Background: an optimization exercise with open tools, aiming at a short achievable clock period and few clock cycles. Do not read the settings as production practice.
Function was checked by simulation only, so behaviour that the tests miss may differ from the original.
Power is estimated from default activity; no workload was simulated.

File: design/flow/design.v
`timescale 1ns/10ps
package rv_isa_pkg;
    localparam int XLEN       = 32;
    localparam int NUM_REGS   = 32;
    localparam int IMEM_DEPTH = 64;
    localparam int DMEM_DEPTH = 64;
    localparam int MEM_IDX_W  = $clog2(IMEM_DEPTH);   
    localparam int PC_STEP    = 4;
    typedef logic [XLEN-1:0]              word_t;
    typedef logic [$clog2(NUM_REGS)-1:0]  reg_addr_t;
    typedef logic [MEM_IDX_W-1:0]         mem_index_t;
    typedef logic [6:0]                   opcode_t;
    localparam opcode_t OPC_OP     = 7'b0110011;
    localparam opcode_t OPC_OP_IMM = 7'b0010011;
    localparam opcode_t OPC_LOAD   = 7'b0000011;
    localparam opcode_t OPC_STORE  = 7'b0100011;
    localparam opcode_t OPC_BRANCH = 7'b1100011;
    localparam opcode_t OPC_JAL    = 7'b1101111;
    localparam opcode_t OPC_JALR   = 7'b1100111;
    localparam opcode_t OPC_LUI    = 7'b0110111;
    localparam opcode_t OPC_AUIPC  = 7'b0010111;
    typedef enum logic [3:0] {
        ALU_ADD,
        ALU_SUB,
        ALU_AND,
        ALU_OR,
        ALU_XOR,
        ALU_SLL,
        ALU_SRL,
        ALU_SRA,
        ALU_SLT,
        ALU_SLTU,
        ALU_EQ      
    } alu_op_t;
endpackage
`timescale 1ns/10ps
package core_ctrl_pkg;
    typedef enum logic [3:0] {
        ALU_REG,
        ALU_IMM,
        LOAD,
        STORE,
        BRANCH,
        JAL,
        JALR,
        LUI,
        AUIPC,
        ILLEGAL
    } instr_class_t;
    typedef enum logic [2:0] {
        FETCH,
        DECODE,
        EXECUTE,
        MEMORY,
        WRITE_BACK,
        NEXT_PC
    } seq_state_t;
    typedef enum logic [1:0] {
        HOLD,         
        STEP,
        OFFSET,
        REG_TARGET
    } pc_sel_t;
    typedef enum logic [2:0] {
        LINK,
        IMM_U,
        PC_IMM_U,
        ALU,
        MEM
    } wb_sel_t;
    typedef struct packed {
        instr_class_t          instr_class;
        logic [3:0]           alu_op;
        logic [4:0]            rs1;
        logic [4:0]            rs2;
        logic [4:0]            rd;
        logic [31:0]           imm;      
        logic [31:0]           pc;       
        logic [2:0]            funct3;
    } decoded_t;
    typedef struct packed {
        logic    ir_load;
        pc_sel_t pc_sel;
        logic    use_imm;
        logic    result_load;
        logic    mem_we;
        logic    mem_re;
        logic    rf_we;
        wb_sel_t wb_sel;
    } ctrl_t;
    typedef struct packed {
        logic                  valid;
        logic [4:0]            rd;
        logic [31:0]           data;
    } wb_event_t;
    typedef struct packed {
        logic              valid;
        logic [31:0]       addr;     
        logic [31:0]       data;
    } store_event_t;
endpackage
`timescale 1ns/10ps
module alu (
    input  logic        sel_add,
    input  logic        sel_sub,
    input  logic        sel_and,
    input  logic        sel_or,
    input  logic        sel_xor,
    input  logic        sel_sll,
    input  logic        sel_srl,
    input  logic        sel_sra,
    input  logic        sel_slt,
    input  logic        sel_sltu,
    input  logic [31:0] a,
    input  logic [31:0] b,
    output logic [31:0] result
);
    logic [4:0]  shamt;
    logic [31:0] sum;
    logic [31:0] diff;
    logic        lt_s;
    logic        lt_u;
    logic [31:0] sll;
    logic [31:0] srx;
    assign shamt = b[4:0];
    assign sum   = a + b;
    assign diff  = a - b;
    assign lt_u  = a < b;
    assign lt_s  = (a[31] ^ b[31]) ? a[31] : lt_u;
    assign sll   = a << shamt;
    assign srx   = 32'($signed({sel_sra & a[31], a}) >>> shamt);
    assign result = ({32{sel_add}}  & sum)
                  | ({32{sel_sub}}  & diff)
                  | ({32{sel_and}}  & (a & b))
                  | ({32{sel_or}}   & (a | b))
                  | ({32{sel_xor}}  & (a ^ b))
                  | ({32{sel_sll}}  & sll)
                  | ({32{sel_srl | sel_sra}} & srx)
                  | {31'b0, (sel_slt & lt_s) | (sel_sltu & lt_u)};
endmodule
module sum_decode (
    input  logic [7:0]  a,
    input  logic [7:0]  b,
    output logic [63:0] line
);
    logic       c2;            
    logic [7:2] p, g;
    logic [7:2] e [2][2];      
    assign c2 = (a[1] & b[1]) | ((a[1] ^ b[1]) & a[0] & b[0]);
    assign p  = a[7:2] ^ b[7:2];
    assign g  = a[7:2] & b[7:2];
    always_comb begin
        for (int ki = 0; ki < 2; ki++) begin
            for (int kl = 0; kl < 2; kl++) begin
                e[ki][kl][2] = (p[2] ^ ki[0]) == c2;
                for (int i = 3; i < 8; i++) begin
                    e[ki][kl][i] = (p[i] ^ ki[0]) == (g[i-1] | (p[i-1] & !kl[0]));
                end
            end
        end
        for (int k = 0; k < 64; k++) begin
            line[k] = e[k[0]][0][2];
            for (int i = 3; i < 8; i++) begin
                line[k] = line[k] & e[k[i-2]][k[i-3]][i];
            end
        end
    end
endmodule
`timescale 1ns/10ps
module reg_file (
    input  logic        clock,
    input  logic        data_mem_rst,
    input  logic [31:0] sel_a1,
    input  logic [31:0] sel_a2,
    input  logic [31:0] sel_x1,
    input  logic [31:0] sel_x2,
    input  logic        we,
    input  logic [4:0]  rd,
    input  logic [31:0] wdata,
    output logic [31:0] data_a1,
    output logic [31:0] data_a2,
    output logic [31:0] data_x1,
    output logic [31:0] data_x2
);
    logic [31:0] regs [1:31];
    always_ff @(posedge clock) begin
        for (int i = 1; i < 32; i++) begin
            if (data_mem_rst) begin
                regs[i] <= '0;
            end else if (we && rd == 5'(i)) begin
                regs[i] <= wdata;
            end
        end
    end
    always_comb begin
        data_a1 = '0;
        data_a2 = '0;
        data_x1 = '0;
        data_x2 = '0;
        for (int i = 1; i < 32; i++) begin
            data_a1 = data_a1 | ({32{sel_a1[i]}} & regs[i]);
            data_a2 = data_a2 | ({32{sel_a2[i]}} & regs[i]);
            data_x1 = data_x1 | ({32{sel_x1[i]}} & regs[i]);
            data_x2 = data_x2 | ({32{sel_x2[i]}} & regs[i]);
        end
    end
endmodule
`timescale 1ns/10ps
module instr_fetch (
    input  logic        clock,
    input  logic        imem_we,
    input  logic [5:0]  imem_addr,
    input  logic [31:0] imem_data,
    input  logic [5:0]  seq_idx,
    input  logic [5:0]  tgt_idx,
    input  logic [63:0] jr_line,     
    input  logic [5:0]  seq2_idx,
    input  logic [5:0]  br_idx,
    output logic [31:0] seq_word,
    output logic [31:0] tgt_word,
    output logic [31:0] jr_word,
    output logic [31:0] seq2_word,
    output logic [31:0] seqt_word,   
    output logic [5:0]  seqt_idx,    
    output logic [31:0] word0
);
    logic [31:0] imem [64];
    logic [5:0]  tidx [64];
    always_ff @(posedge clock) begin
        if (imem_we) begin
            imem[imem_addr] <= imem_data;   
            tidx[imem_addr] <= imem_addr + {imem_data[27:25], imem_data[11:9]};
        end
    end
    assign seq_word  = imem[seq_idx];
    assign tgt_word  = imem[tgt_idx];
    always_comb begin
        jr_word = '0;
        for (int k = 0; k < 64; k++) begin
            jr_word = jr_word | ({32{jr_line[k]}} & imem[k]);
        end
    end
    assign seq2_word = imem[seq2_idx];
    assign seqt_idx  = tidx[br_idx];
    assign seqt_word = imem[seqt_idx];
    assign word0     = imem[0];
endmodule
`timescale 1ns/10ps
module core_sequencer (
    input  logic [2:0]  funct3,
    input  logic [31:0] a,
    input  logic [31:0] b,
    output logic        taken
);
    logic [30:0] lt [6];    
    logic [30:0] eq [6];
    logic        eq_all;
    logic        lt_u;
    logic        lt_s;
    logic        cond;
    always_comb begin
        for (int i = 0; i < 31; i++) begin
            lt[0][i] = !a[i] && b[i];
            eq[0][i] = !(a[i] ^ b[i]);
        end
        for (int k = 1; k < 6; k++) begin
            for (int i = 0; i < 31; i++) begin
                if (i >= (1 << (k - 1))) begin
                    lt[k][i] = lt[k-1][i] || (eq[k-1][i] && lt[k-1][i - (1 << (k - 1))]);
                    eq[k][i] = eq[k-1][i] && eq[k-1][i - (1 << (k - 1))];
                end else begin
                    lt[k][i] = lt[k-1][i];
                    eq[k][i] = eq[k-1][i];
                end
            end
        end
    end
    assign eq_all = eq[5][30] && (a[31] == b[31]);
    assign lt_u   = (!a[31] && b[31]) || ((a[31] == b[31]) && lt[5][30]);
    assign lt_s   = (a[31] && !b[31]) || ((a[31] == b[31]) && lt[5][30]);
    always_comb begin
        case (funct3[2:1])
            2'b00:   cond = eq_all;
            2'b10:   cond = lt_s;
            default: cond = lt_u;
        endcase
    end
    assign taken = cond ^ funct3[0];
endmodule
module instr_decode (
    input  logic [31:0] ir,
    output logic        is_op,
    output logic        is_opi,
    output logic        is_ld,
    output logic        is_st,
    output logic        is_br,       
    output logic        is_jal,
    output logic        is_jalr,
    output logic        is_lui,
    output logic        is_auipc,
    output logic        writes_rd,
    output logic [4:0]  rd,
    output logic [4:0]  rs1,
    output logic [4:0]  rs2,
    output logic [2:0]  f3,
    output logic [31:0] imm_i,
    output logic [31:0] imm_s,
    output logic [31:0] imm_b,
    output logic [31:0] imm_j,
    output logic [31:0] imm_u,
    output logic [9:0]  alu_sel      
);
    logic [6:0] opc;
    logic       alt;
    logic       is_alu;
    assign opc = ir[6:0];
    assign f3  = ir[14:12];
    assign rd  = ir[11:7];
    assign rs1 = ir[19:15];
    assign rs2 = ir[24:20];
    assign alt = ir[30];
    assign is_op     = (opc == 7'b0110011);
    assign is_opi    = (opc == 7'b0010011);
    assign is_ld     = (opc == 7'b0000011);
    assign is_st     = (opc == 7'b0100011);
    assign is_br     = (opc == 7'b1100011) && (f3[2:1] != 2'b01);
    assign is_jal    = (opc == 7'b1101111);
    assign is_jalr   = (opc == 7'b1100111);
    assign is_lui    = (opc == 7'b0110111);
    assign is_auipc  = (opc == 7'b0010111);
    assign writes_rd = is_op | is_opi | is_ld | is_jal | is_jalr | is_lui | is_auipc;
    assign is_alu    = is_op | is_opi;
    assign imm_i = {{20{ir[31]}}, ir[31:20]};
    assign imm_s = {{20{ir[31]}}, ir[31:25], ir[11:7]};
    assign imm_b = {{19{ir[31]}}, ir[31], ir[7], ir[30:25], ir[11:8], 1'b0};
    assign imm_j = {{11{ir[31]}}, ir[31], ir[19:12], ir[20], ir[30:21], 1'b0};
    assign imm_u = {ir[31:12], 12'b0};
    assign alu_sel[0] = is_alu && f3 == 3'b000 && !(is_op && alt);   
    assign alu_sel[1] = is_op  && f3 == 3'b000 && alt;               
    assign alu_sel[2] = is_alu && f3 == 3'b111;                      
    assign alu_sel[3] = is_alu && f3 == 3'b110;                      
    assign alu_sel[4] = is_alu && f3 == 3'b100;                      
    assign alu_sel[5] = is_alu && f3 == 3'b001;                      
    assign alu_sel[6] = is_alu && f3 == 3'b101 && !alt;              
    assign alu_sel[7] = is_alu && f3 == 3'b101 && alt;               
    assign alu_sel[8] = is_alu && f3 == 3'b010;                      
    assign alu_sel[9] = is_alu && f3 == 3'b011;                      
endmodule
`timescale 1ns/10ps
module execute_unit (
    input  logic        clock,
    input  logic        data_mem_rst,
    input  logic [63:0] line,        
    output logic [31:0] rd_word,
    input  logic        we,
    input  logic [31:0] wr_word
);
    logic [31:0] dmem [64];
    always_ff @(posedge clock) begin
        for (int i = 0; i < 64; i++) begin
            if (data_mem_rst) begin
                dmem[i] <= '0;
            end else if (we && line[i]) begin
                dmem[i] <= wr_word;
            end
        end
    end
    always_comb begin
        rd_word = '0;
        for (int k = 0; k < 64; k++) begin
            rd_word = rd_word | ({32{line[k]}} & dmem[k]);
        end
    end
endmodule
`timescale 1ns/10ps
module rv_core (
    input  logic        clock,
    input  logic        data_mem_rst,
    input  logic        imem_we,
    input  logic [5:0]  imem_addr,
    input  logic [31:0] imem_data,
    output logic [31:0] pc,
    output logic        retire_valid,
    output logic [4:0]  retire_rd,
    output logic [31:0] retire_data,
    output logic        store_valid,
    output logic [31:0] store_addr,
    output logic [31:0] store_data
);
    function automatic logic [31:0] reg_sel(input logic [4:0] r);
        reg_sel = (32'd1 << r) & ~32'd1;   
    endfunction
    logic [31:0] ir_a;
    logic [31:0] pc_a;
    logic [31:0] s1_a, s2_a;    
    logic        fm;            
    logic [31:0] ir_s, s1_s, s2_s;
    logic [31:0] ir_t, s1_t, s2_t;
    logic [5:0]  xs_idx, xt_idx;    
    logic [5:0]  js_idx, jt_idx;    
    logic        pred_q;        
    logic        fixw;          
    logic        st_we;         
    logic [5:0]  st_addr;
    logic [31:0] st_data;
    logic [31:0] word0_now;     
    logic        v_b;           
    logic        ret_b;         
    logic        wr_b;          
    logic        st_b, ld_b, alu_b;
    logic [9:0]  sel_b;         
    logic [4:0]  rd_b;
    logic [31:0] pc_b;
    logic [31:0] a_b;           
    logic [31:0] op_b;          
    logic [31:0] s_b;           
    logic [31:0] off_b;         
    logic [31:0] early_b;       
    logic        jchk_b;        
    logic [31:0] jp_b;
    logic        chk_b;         
    logic        pred_b;        
    logic [2:0]  cf3_b;         
    logic [31:0] ca_b, cb_b;    
    logic [5:0]  cidx_b;        
    logic [31:0] alt_b;         
    logic [31:0] rec_word;      
    logic [31:0] rec_s1, rec_s2;
    logic        a_op, a_opi, a_ld, a_st, a_br, a_jal, a_jalr, a_lui, a_auipc, a_wr;
    logic [4:0]  a_rd, a_rs1, a_rs2;
    logic [2:0]  a_f3;
    logic [31:0] a_imm_i, a_imm_s, a_imm_b, a_imm_j, a_imm_u;
    logic [9:0]  a_sel;
    instr_decode u_dec_a (
        .ir (ir_a), .is_op (a_op), .is_opi (a_opi), .is_ld (a_ld), .is_st (a_st), .is_br (a_br),
        .is_jal (a_jal), .is_jalr (a_jalr), .is_lui (a_lui), .is_auipc (a_auipc),
        .writes_rd (a_wr), .rd (a_rd), .rs1 (a_rs1), .rs2 (a_rs2), .f3 (a_f3),
        .imm_i (a_imm_i), .imm_s (a_imm_s), .imm_b (a_imm_b), .imm_j (a_imm_j), .imm_u (a_imm_u),
        .alu_sel (a_sel)
    );
    logic        pred_a;        
    logic [1:0]  bht [64];      
    logic [31:0] ir_x, s1_x, s2_x;    
    logic [31:0] pc_s, pc_t, pc_x;
    assign pred_a = pred_q;
    assign ir_x   = pred_a ? ir_t : ir_s;
    assign s1_x   = pred_a ? s1_t : s1_s;
    assign s2_x   = pred_a ? s2_t : s2_s;
    assign pc_s   = pc_a + 32'd4;
    assign pc_t   = pc_a + a_imm_b;
    assign pc_x   = pred_a ? pc_t : pc_s;
    logic        x_op, x_opi, x_ld, x_st, x_br, x_jal, x_jalr, x_lui, x_auipc, x_wr;
    logic [4:0]  x_rd, x_rs1, x_rs2;
    logic [2:0]  x_f3;
    logic [31:0] x_imm_i, x_imm_s, x_imm_b, x_imm_j, x_imm_u;
    logic [9:0]  x_sel;
    instr_decode u_dec_x (
        .ir (ir_x), .is_op (x_op), .is_opi (x_opi), .is_ld (x_ld), .is_st (x_st), .is_br (x_br),
        .is_jal (x_jal), .is_jalr (x_jalr), .is_lui (x_lui), .is_auipc (x_auipc),
        .writes_rd (x_wr), .rd (x_rd), .rs1 (x_rs1), .rs2 (x_rs2), .f3 (x_f3),
        .imm_i (x_imm_i), .imm_s (x_imm_s), .imm_b (x_imm_b), .imm_j (x_imm_j), .imm_u (x_imm_u),
        .alu_sel (x_sel)
    );
    logic fold_go;
    assign fold_go = fm && !x_br && !x_jalr;
    logic [31:0] rva1, rva2, rvx1, rvx2;
    logic [31:0] res_b;
    logic        cm_b;          
    reg_file u_reg_file (
        .clock        (clock),
        .data_mem_rst (data_mem_rst),
        .sel_a1       (s1_a),
        .sel_a2       (s2_a),
        .sel_x1       (s1_x),
        .sel_x2       (s2_x),
        .we           (cm_b & wr_b),
        .rd           (rd_b),
        .wdata        (res_b),
        .data_a1      (rva1),
        .data_a2      (rva2),
        .data_x1      (rvx1),
        .data_x2      (rvx2)
    );
    logic        early_res_b;   
    logic        fa1, fa2, fx1, fx2;
    logic [31:0] opa1, opa2, opx1, opx2;
    assign early_res_b = !alu_b && !ld_b;
    assign fa1  = v_b && wr_b && (rd_b == a_rs1);
    assign fa2  = v_b && wr_b && (rd_b == a_rs2);
    assign fx1  = v_b && wr_b && (rd_b == x_rs1);
    assign fx2  = v_b && wr_b && (rd_b == x_rs2);
    assign opa1 = fa1 ? res_b : rva1;
    assign opa2 = fa2 ? res_b : rva2;
    assign opx1 = fx1 ? res_b : rvx1;
    assign opx2 = fx2 ? res_b : rvx2;
    logic        predict;       
    logic        stall;         
    logic [31:0] a_imm_bj;
    logic [7:0]  tgt_lo;
    logic [5:0]  x_idx;
    assign predict  = a_br && pred_a;
    assign stall    = a_jalr && v_b && jchk_b;
    assign a_imm_bj = a_jal ? a_imm_j : a_imm_b;
    assign tgt_lo   = pc_a[7:0] + a_imm_bj[7:0];
    logic [7:0]  jt_lo [64];
    logic [7:0]  p_lo;
    logic [63:0] p_line;
    logic [31:0] p_pc;
    assign p_lo   = jt_lo[pc_a[7:2]];
    assign p_line = 64'd1 << p_lo[7:2];
    assign p_pc   = {pc_a[31:8], p_lo};
    assign x_idx    = pred_a ? xt_idx : xs_idx;
    logic [31:0] alu_out;
    logic [31:0] mem_addr;
    logic [31:0] ld_word;
    logic        taken_b;
    logic        miss;
    alu u_alu (
        .sel_add  (sel_b[0]),
        .sel_sub  (sel_b[1]),
        .sel_and  (sel_b[2]),
        .sel_or   (sel_b[3]),
        .sel_xor  (sel_b[4]),
        .sel_sll  (sel_b[5]),
        .sel_srl  (sel_b[6]),
        .sel_sra  (sel_b[7]),
        .sel_slt  (sel_b[8]),
        .sel_sltu (sel_b[9]),
        .a        (a_b),
        .b        (op_b),
        .result   (alu_out)
    );
    assign mem_addr = a_b + off_b;
    logic [63:0] mem_line;
    sum_decode u_mem_line (
        .a    (a_b[7:0]),
        .b    (off_b[7:0]),
        .line (mem_line)
    );
    execute_unit u_dmem (
        .clock        (clock),
        .data_mem_rst (data_mem_rst),
        .line         (mem_line),
        .rd_word      (ld_word),
        .we           (cm_b & st_b),
        .wr_word      (s_b)
    );
    assign res_b = alu_b ? alu_out : (ld_b ? ld_word : early_b);
    core_sequencer u_branch_b (
        .funct3 (cf3_b),
        .a      (ca_b),
        .b      (cb_b),
        .taken  (taken_b)
    );
    assign miss = v_b && chk_b && (taken_b != pred_b);
    logic [31:0] j_act;
    logic        jmiss;
    assign j_act = mem_addr & ~32'd1;
    assign jmiss = v_b && jchk_b && (j_act != jp_b);
    always_ff @(posedge clock) begin
        for (int i = 0; i < 64; i++) begin
            if (data_mem_rst) begin
                jt_lo[i] <= '0;
            end else if (v_b && jchk_b && pc_b[7:2] == 6'(i)) begin
                jt_lo[i] <= j_act[7:0];
            end
        end
    end
    assign cm_b = v_b && !miss;
    always_ff @(posedge clock) begin
        for (int i = 0; i < 64; i++) begin
            if (data_mem_rst) begin
                bht[i] <= 2'b10;
            end else if (v_b && chk_b && cidx_b == 6'(i)) begin
                if (taken_b && bht[i] != 2'b11) begin
                    bht[i] <= bht[i] + 2'b01;
                end else if (!taken_b && bht[i] != 2'b00) begin
                    bht[i] <= bht[i] - 2'b01;
                end
            end
        end
    end
    logic [31:0] seq_word, tgt_word, jr_word, seq2_word, seqt_word, word0;
    logic [5:0]  seq_idx, tgt_idx, seq2_idx, br_idx, seqt_idx;
    logic [63:0] bht_t;         
    assign word0_now = (st_we && st_addr == 6'd0) ? st_data : word0;
    assign seq_idx  = fm ? x_idx + 6'd1 : pc_a[7:2] + 6'd1;
    assign tgt_idx  = fm ? (pred_a ? jt_idx : js_idx) : tgt_lo[7:2];
    assign br_idx   = fm ? (x_br ? x_idx : x_idx + 6'd1) : pc_a[7:2] + 6'd1;
    assign seq2_idx = br_idx + 6'd1;
    always_comb begin
        for (int i = 0; i < 64; i++) begin
            bht_t[i] = bht[i][1];
        end
    end
    instr_fetch u_instr_fetch (
        .clock      (clock),
        .imem_we    (st_we),
        .imem_addr  (st_addr),
        .imem_data  (st_data),
        .seq_idx    (seq_idx),
        .tgt_idx    (tgt_idx),
        .jr_line    ((v_b && jchk_b) ? mem_line : p_line),
        .seq2_idx   (seq2_idx),
        .br_idx     (br_idx),
        .seq_word   (seq_word),
        .tgt_word   (tgt_word),
        .jr_word    (jr_word),
        .seq2_word  (seq2_word),
        .seqt_word  (seqt_word),
        .seqt_idx   (seqt_idx),
        .word0      (word0)
    );
    logic        go_jr, go_tgt;
    logic        fold_in;       
    logic [31:0] nxt_pc, nxt_word, nxt_s1, nxt_s2;
    logic        nxt_pred;
    logic [31:0] seq_s1, seq_s2, tgt_s1, tgt_s2, jr_s1, jr_s2;
    assign seq_s1 = reg_sel(seq_word[19:15]);
    assign seq_s2 = reg_sel(seq_word[24:20]);
    assign tgt_s1 = reg_sel(tgt_word[19:15]);
    assign tgt_s2 = reg_sel(tgt_word[24:20]);
    assign jr_s1  = reg_sel(jr_word[19:15]);
    assign jr_s2  = reg_sel(jr_word[24:20]);
    assign go_jr   = !fm && a_jalr;
    assign go_tgt  = fm ? x_jal : (a_jal || predict);
    logic seq_is_br;
    assign seq_is_br = (seq_word[6:0] == 7'b1100011) && (seq_word[13] == 1'b0 || seq_word[14])
                       && !seq_word[8];
    assign fold_in = fm ? (x_br ? !ir_x[8] : (fold_go && !x_jal && seq_is_br))
                        : (!a_jalr && !a_jal && !predict && (pc_a[1:0] == 2'b00) && seq_is_br);
    always_comb begin
        if (fm && !fold_go) begin
            nxt_pc = pc_x;                  nxt_word = ir_x;     nxt_s1 = s1_x;   nxt_s2 = s2_x;
            nxt_pred = bht_t[x_idx];
        end else if (go_jr) begin
            nxt_pc = p_pc;                  nxt_word = jr_word;  nxt_s1 = jr_s1;  nxt_s2 = jr_s2;
            nxt_pred = |(bht_t & p_line);
        end else if (go_tgt) begin
            nxt_pc = fm ? pc_x + x_imm_j : pc_a + a_imm_bj;
                                            nxt_word = tgt_word; nxt_s1 = tgt_s1; nxt_s2 = tgt_s2;
            nxt_pred = bht_t[tgt_idx];
        end else begin
            nxt_pc = fm ? pc_x + 32'd4 : pc_s;
                                            nxt_word = seq_word; nxt_s1 = seq_s1; nxt_s2 = seq_s2;
            nxt_pred = bht_t[seq_idx];
        end
    end
    always_ff @(posedge clock) begin
        st_we   <= imem_we;
        st_addr <= imem_addr;
        st_data <= imem_data;
        fixw    <= data_mem_rst && imem_we;
        if (data_mem_rst || fixw) begin
            pc_a   <= '0;
            ir_a   <= word0_now;
            s1_a   <= reg_sel(word0_now[19:15]);
            s2_a   <= reg_sel(word0_now[24:20]);
            fm     <= 1'b0;
            pred_q <= 1'b1;   
        end else if (miss) begin
            pc_a   <= alt_b;
            ir_a   <= rec_word;
            s1_a   <= rec_s1;
            s2_a   <= rec_s2;
            fm     <= 1'b0;
            pred_q <= bht_t[alt_b[7:2]];
        end else if (jmiss) begin
            pc_a   <= j_act;
            ir_a   <= jr_word;
            s1_a   <= jr_s1;
            s2_a   <= jr_s2;
            fm     <= 1'b0;
            pred_q <= |(bht_t & mem_line);
        end else if (!stall) begin
            pc_a   <= nxt_pc;
            ir_a   <= nxt_word;
            s1_a   <= nxt_s1;
            s2_a   <= nxt_s2;
            fm     <= fold_in;
            pred_q <= nxt_pred;
        end
        ir_s <= seq2_word;
        s1_s <= reg_sel(seq2_word[19:15]);
        s2_s <= reg_sel(seq2_word[24:20]);
        ir_t <= seqt_word;
        s1_t <= reg_sel(seqt_word[19:15]);
        s2_t <= reg_sel(seqt_word[24:20]);
        xs_idx <= seq2_idx;
        xt_idx <= seqt_idx;
        js_idx <= seq2_idx + seq2_word[27:22];    
        jt_idx <= seqt_idx + seqt_word[27:22];
    end
    always_ff @(posedge clock) begin
        if (data_mem_rst || fixw) begin
            v_b <= 1'b0;
        end else begin
            v_b <= !miss && !jmiss && !stall;
        end
        if (fold_go) begin
            ret_b   <= x_wr;
            wr_b    <= x_wr && (x_rd != 5'd0);
            st_b    <= x_st;
            ld_b    <= x_ld;
            alu_b   <= x_op || x_opi;
            sel_b   <= x_sel;
            rd_b    <= x_rd;
            pc_b    <= pc_x;
            a_b     <= opx1;
            s_b     <= opx2;
            op_b    <= x_op ? opx2 : x_imm_i;
            off_b   <= x_st ? x_imm_s : x_imm_i;
            early_b <= x_lui ? x_imm_u : (x_auipc ? pc_x + x_imm_u : pc_x + 32'd4);
        end else begin
            ret_b   <= a_wr;
            wr_b    <= a_wr && (a_rd != 5'd0);
            st_b    <= a_st;
            ld_b    <= a_ld;
            alu_b   <= a_op || a_opi;
            sel_b   <= a_sel;
            rd_b    <= a_rd;
            pc_b    <= pc_a;
            a_b     <= opa1;
            s_b     <= opa2;
            op_b    <= a_op ? opa2 : a_imm_i;
            off_b   <= a_st ? a_imm_s : a_imm_i;
            early_b <= a_lui ? a_imm_u : (a_auipc ? pc_a + a_imm_u : pc_s);
        end
        jchk_b <= a_jalr && !fm;
        jp_b   <= p_pc;
        chk_b  <= a_br;
        pred_b <= predict;
        cf3_b  <= a_f3;
        ca_b   <= opa1;
        cb_b   <= opa2;
        cidx_b <= pc_a[7:2];
        if (fm) begin
            alt_b    <= pred_a ? pc_s : pc_t;
            rec_word <= pred_a ? ir_s : ir_t;
            rec_s1   <= pred_a ? s1_s : s1_t;
            rec_s2   <= pred_a ? s2_s : s2_t;
        end else begin
            alt_b    <= predict ? pc_s : pc_a + a_imm_b;
            rec_word <= predict ? seq_word : tgt_word;
            rec_s1   <= predict ? seq_s1 : tgt_s1;
            rec_s2   <= predict ? seq_s2 : tgt_s2;
        end
    end
    always_ff @(posedge clock) begin
        if (data_mem_rst) begin
            pc           <= '0;
            retire_valid <= 1'b0;
            store_valid  <= 1'b0;
        end else begin
            pc           <= pc_b;
            retire_valid <= cm_b && ret_b;
            store_valid  <= cm_b && st_b;
        end
        retire_rd   <= rd_b;
        retire_data <= res_b;
        store_addr  <= mem_addr;
        store_data  <= s_b;
    end
endmodule
File: design/flow/flow/fastroute.tcl
# Global routing layers as the platform sets them, with more of met1 and met2 held back so that
# global routing moves more wiring to met3 and met4, which the detailed router then finishes faster
set_global_routing_layer_adjustment $::env(MIN_ROUTING_LAYER)-$::env(MAX_ROUTING_LAYER) 0.2
set_global_routing_layer_adjustment met1 0.5
set_global_routing_layer_adjustment met2 0.35

set_routing_layers -clock $::env(MIN_CLK_ROUTING_LAYER)-$::env(MAX_ROUTING_LAYER)
set_routing_layers -signal $::env(MIN_ROUTING_LAYER)-$::env(MAX_ROUTING_LAYER)
File: design/flow/config.mk
export PLATFORM = sky130hd
export DESIGN_NAME = rv_core
export DESIGN_NICKNAME = rv_core
export VERILOG_FILES = /design/flow/design.v
export SDC_FILE = /design/flow/constraint.sdc
export NUM_CORES = 4
export LEC_CHECK = 0
export CAP_MARGIN = 20
export CORE_MARGIN = 2
export CORE_UTILIZATION = 35
export PLACE_DENSITY = 0.5
export SLEW_MARGIN = 20
File: design/flow/standard.sh
#!/bin/bash
# synth_recipe.tcl (not shown) runs the flow's synth.tcl, then flattens the netlist and writes it again
# the make line also repeats each setting of config.mk as NAME=value (left out here)
make -C /OpenROAD-flow-scripts/flow DESIGN_CONFIG=/design/flow/config.mk WORK_HOME=/design/flow/orfs CLKGATE_MAP_FILE= SYNTH_SCRIPT=/design/flow/synth_recipe.tcl "${@:-finish}"
File: design/flow/flow/run.sh
#!/bin/bash
# Standard layout (the standard.sh) with two changes in how it is made: the timing repair steps
# aim for a setup slack of SETUP_SLACK_MARGIN ns (the design's SDC is unchanged), and global
# routing uses flow/fastroute.tcl. The make output goes to flow.log; ORFS keeps each step's log
# under orfs/logs.
set -euo pipefail
bash standard.sh SETUP_SLACK_MARGIN=14.2 FASTROUTE_TCL="$PWD/flow/fastroute.tcl" finish > flow.log 2>&1
File: design/flow/constraint.sdc
create_clock -name core_clock -period 20.0 [get_ports {clock}]
set_input_delay 4.0000 -clock core_clock [delete_from_list [all_inputs] [get_ports {clock}]]
set_output_delay 4.0000 -clock core_clock [all_outputs]
set_load 0.01 [all_outputs]
==> results of run 1 <==
-- metal layers --
metal  track usage  overflow
met5         0.408         0
met4         0.679         1
met3         0.651         0
met2         0.818         0
met1         0.752         0
-- through the flow --
stage,utilization,cells,hold WS [ps]
3_5_place_dp,0.372,54792,423
4_1_cts,0.434,58102,411
2_1_floorplan,-,42122,329
3_3_place_gp,0.371,54780,420
-- cells by family after synthesis --
family / share of synthesized area
muxes: 0.130
buffers and inverters: 0.0478
DFF: 0.425
and+or+nand+nor: 0.171
AOI/OAI and AO/OA: 0.208
adders and majority gates: 0.0102
xor gates and xnor gates: 0.00683
-- how the worst min path moves through the flow --
stage,depth (start not counted),endpoint
detailed placement,0,u_instr_fetch.imem[45][10]
CTS,0,store_data[11]
floorplan,0,jp_b[31]
global placement,0,u_instr_fetch.imem[45][10]
-- power groups by stage --
stage	registers, mW	logic (mW)	clock network (mW)
CTS	15.5	18.8	16.5
detailed placement	15.8	14.5	0
global placement	15.8	14.6	0
floorplan	15.6	7.81	0
-- Yosys cell counts, types with 71 or more instances --
master / number / share of area
a211oi_1: 402 / 0.0078
a21o_1: 146 / 0.0028
a21oi_1: 4146 / 0.053
a221oi_1: 1254 / 0.028
a222oi_1: 407 / 0.010
a22o_1: 1014 / 0.023
a22oi_1: 1814 / 0.035
a311oi_1: 315 / 0.0071
a31oi_1: 229 / 0.0037
a32oi_1: 88 / 0.0020
and2_1: 232 / 0.0037
and3_1: 309 / 0.0050
buf_1: 357 / 0.0034
buf_2: 507 / 0.0065
buf_4: 142 / 0.0027
clkbuf_1: 3055 / 0.030
dfxtp_1: 4462 / 0.23
edfxtp_1: 2526 / 0.20
ha_1: 291 / 0.0094
inv_1: 333 / 0.0032
mux2_2: 218 / 0.0063
mux2i_1: 909 / 0.023
mux4_2: 1734 / 0.10
nand2_1: 9244 / 0.089
nand2b_1: 96 / 0.0015
nand3_1: 1455 / 0.019
nand4_1: 675 / 0.011
nor2_1: 2124 / 0.021
nor2b_1: 179 / 0.0029
nor3_1: 568 / 0.0073
nor4_1: 155 / 0.0025
o211ai_1: 197 / 0.0038
o21ai_0: 676 / 0.0087
o21bai_1: 97 / 0.0019
o22ai_1: 141 / 0.0023
or3_1: 71 / 0.0011
or4_1: 85 / 0.0016
xnor2_1: 190 / 0.0043
xor2_1: 97 / 0.0022
-- repair_timing --
| action | CTS |
|---|---|
| endpoints found under the setup margin | 4025 |
| cloned | 307 |
| endpoints found under the hold margin | 0 |
| resized for setup | 4571 |
| pin swaps | 838 |
| buffers inserted | 1475 |
==> results_dict.tcl, run 1 <==
set metrics [dict create \
    place.gp.congestion 1.10 \
    ctsHtreeMaxLevel 6 \
    synth_nets 42470 \
    postPlaceCellArea_mm2 0.412 \
    pre_cts_slack_ps 8370 \
    avgSynthCellArea_um2 9.22 \
    error "[ERROR GRT-0232] Routing congestion too high. Check the congestion heatmap in the GUI." \
    cts_inserted_buffers 825 \
    ys_ff_latch 6988 \
    yosys_warnings 13 \
    die_y_um 1060 \
    yosysSeqAreaShare 0.425 \
    hold_buffers 0 \
    status "stopped before the end" \
    synthArstFlopShare 0 \
    io_pins 176 \
    synth_ff_type "dfxtp_1" \
    grt_max_degree 170 \
    start_util 0.351 \
    synth_edf_count 2526 \
    syn_inst 42122 \
    fp.dieW_um 1060 \
    clock_path_buffers 5 \
    lastStage "5_1_grt" \
    synth.distinct_cells 146 \
    syn_area_mm2 0.389 \
    grtUsageTotal 0.719 \
    clock_sinks 6988 \
    dp_hpwl_um 1980000 \
    grt-ovfl-total 1 \
    portBuffers 175 \
    rows 387 \
    clockRootBuffer "clkbuf_16" \
]
Testbench counts, summed over its fixed seeds: cycles 73,003.
==> run 2: changes to the inputs <==
--- a/design/flow/config.mk
+++ b/design/flow/config.mk
@@ -7,6 +7,6 @@
 export LEC_CHECK = 0
 export CAP_MARGIN = 20
 export CORE_MARGIN = 2
-export CORE_UTILIZATION = 35
-export PLACE_DENSITY = 0.5
+export CORE_UTILIZATION = 28
+export PLACE_DENSITY = 0.42
 export SLEW_MARGIN = 20
==> results_dict.tcl, run 2 <==
set metrics [dict create \
    status "stopped before the end" \
    lastStage "5_1_grt" \
    error "[ERROR GRT-0232] Routing congestion too high. Check the congestion heatmap in the GUI." \
    cts_inserted_buffers 864 \
    ctsHtreeMaxLevel 6 \
    place.gp.congestion 1.08 \
    clock_sinks 6988 \
    grt-ovfl-total 2 \
    dpl.cell_count 58431 \
    dp_hpwl_um 1970000 \
    synth_ff_type "dfxtp_1" \
    hold_buffers 0 \
    synth_most_common_cell "nand2_1" \
    grtUsageTotal 0.573 \
    ys_ff_latch 6988 \
    clockRootBuffer "clkbuf_16" \
    syn_area_mm2 0.389 \
    netlist_top_cells_count "nand2_1, dfxtp_1, a21oi_1" \
    netlist_top_cells_area "dfxtp_1, edfxtp_1, mux4_2" \
    portBuffers 175 \
    syn_inst 42122 \
    fp.dieW_um 1180 \
    io_pins 176 \
    clock_path_buffers 5 \
    synth.top_cell.area_share 0.230 \
    yosysTopAreaCell "dfxtp_1" \
    die_y_um 1180 \
    avgSynthCellArea_um2 9.22 \
    yosysSeqAreaShare 0.425 \
    rows 432 \
    start_util 0.281 \
    grt_max_degree 142 \
    synth.distinct_cells 146 \
    synth_nets 42470 \
    synth_edf_count 2526 \
    synthArstFlopShare 0 \
    yosys_warnings 13 \
]
[run 2: cell counts after synthesis]
Identical to the previous run, type by type.
[run 2: cell families after synthesis]
family | share of synthesized area
simple gates | 0.171
mux | 0.130
buf+inv | 0.0478
xor+xnor | 0.00683
fa+ha+maj | 0.0102
compound gates | 0.208
flops | 0.425
[run 2: power by group through the flow]
stage | Combinational, mW | Sequential (mW) | Clock, mW
CTS | 18.9 | 15.5 | 17.3
floorplan | 7.81 | 15.6 | 0
global placement | 14.6 | 15.8 | 0
detailed placement | 14.5 | 15.8 | 0
[run 2: routing by layer]
layer,global-route usage,GRT overflow
met5,0.229,0
met4,0.517,0
met3,0.502,2
met2,0.668,0
met1,0.624,0
[run 2: how the worst min path moves through the flow]
stage,cells past startpoint,slack [ps],to,startpoint
after floorplan,0,330,jp_b[31],pc_a[31]
after global placement,0,370,cidx_b[5],pc_a[7]
after detailed placement,0,380,cidx_b[5],pc_a[7]
after CTS,0,370,store_data[28],s_b[28]
[run 2: what timing repair did]
item,CTS
buffers inserted,1720
pin swaps,1020
setup endpoints to repair,4019
gates cloned,331
gates resized for setup,5364
hold endpoints to repair,0
[run 2: through the flow]
stage / area, um^2 / total power, mW / setup WS (ps)
after CTS: 492000 / 51.8 / 13300
after detailed placement: 416000 / 30.4 / 7770
after global placement: 416000 / 30.4 / 7280
after floorplan: 389000 / 23.4 / 13380
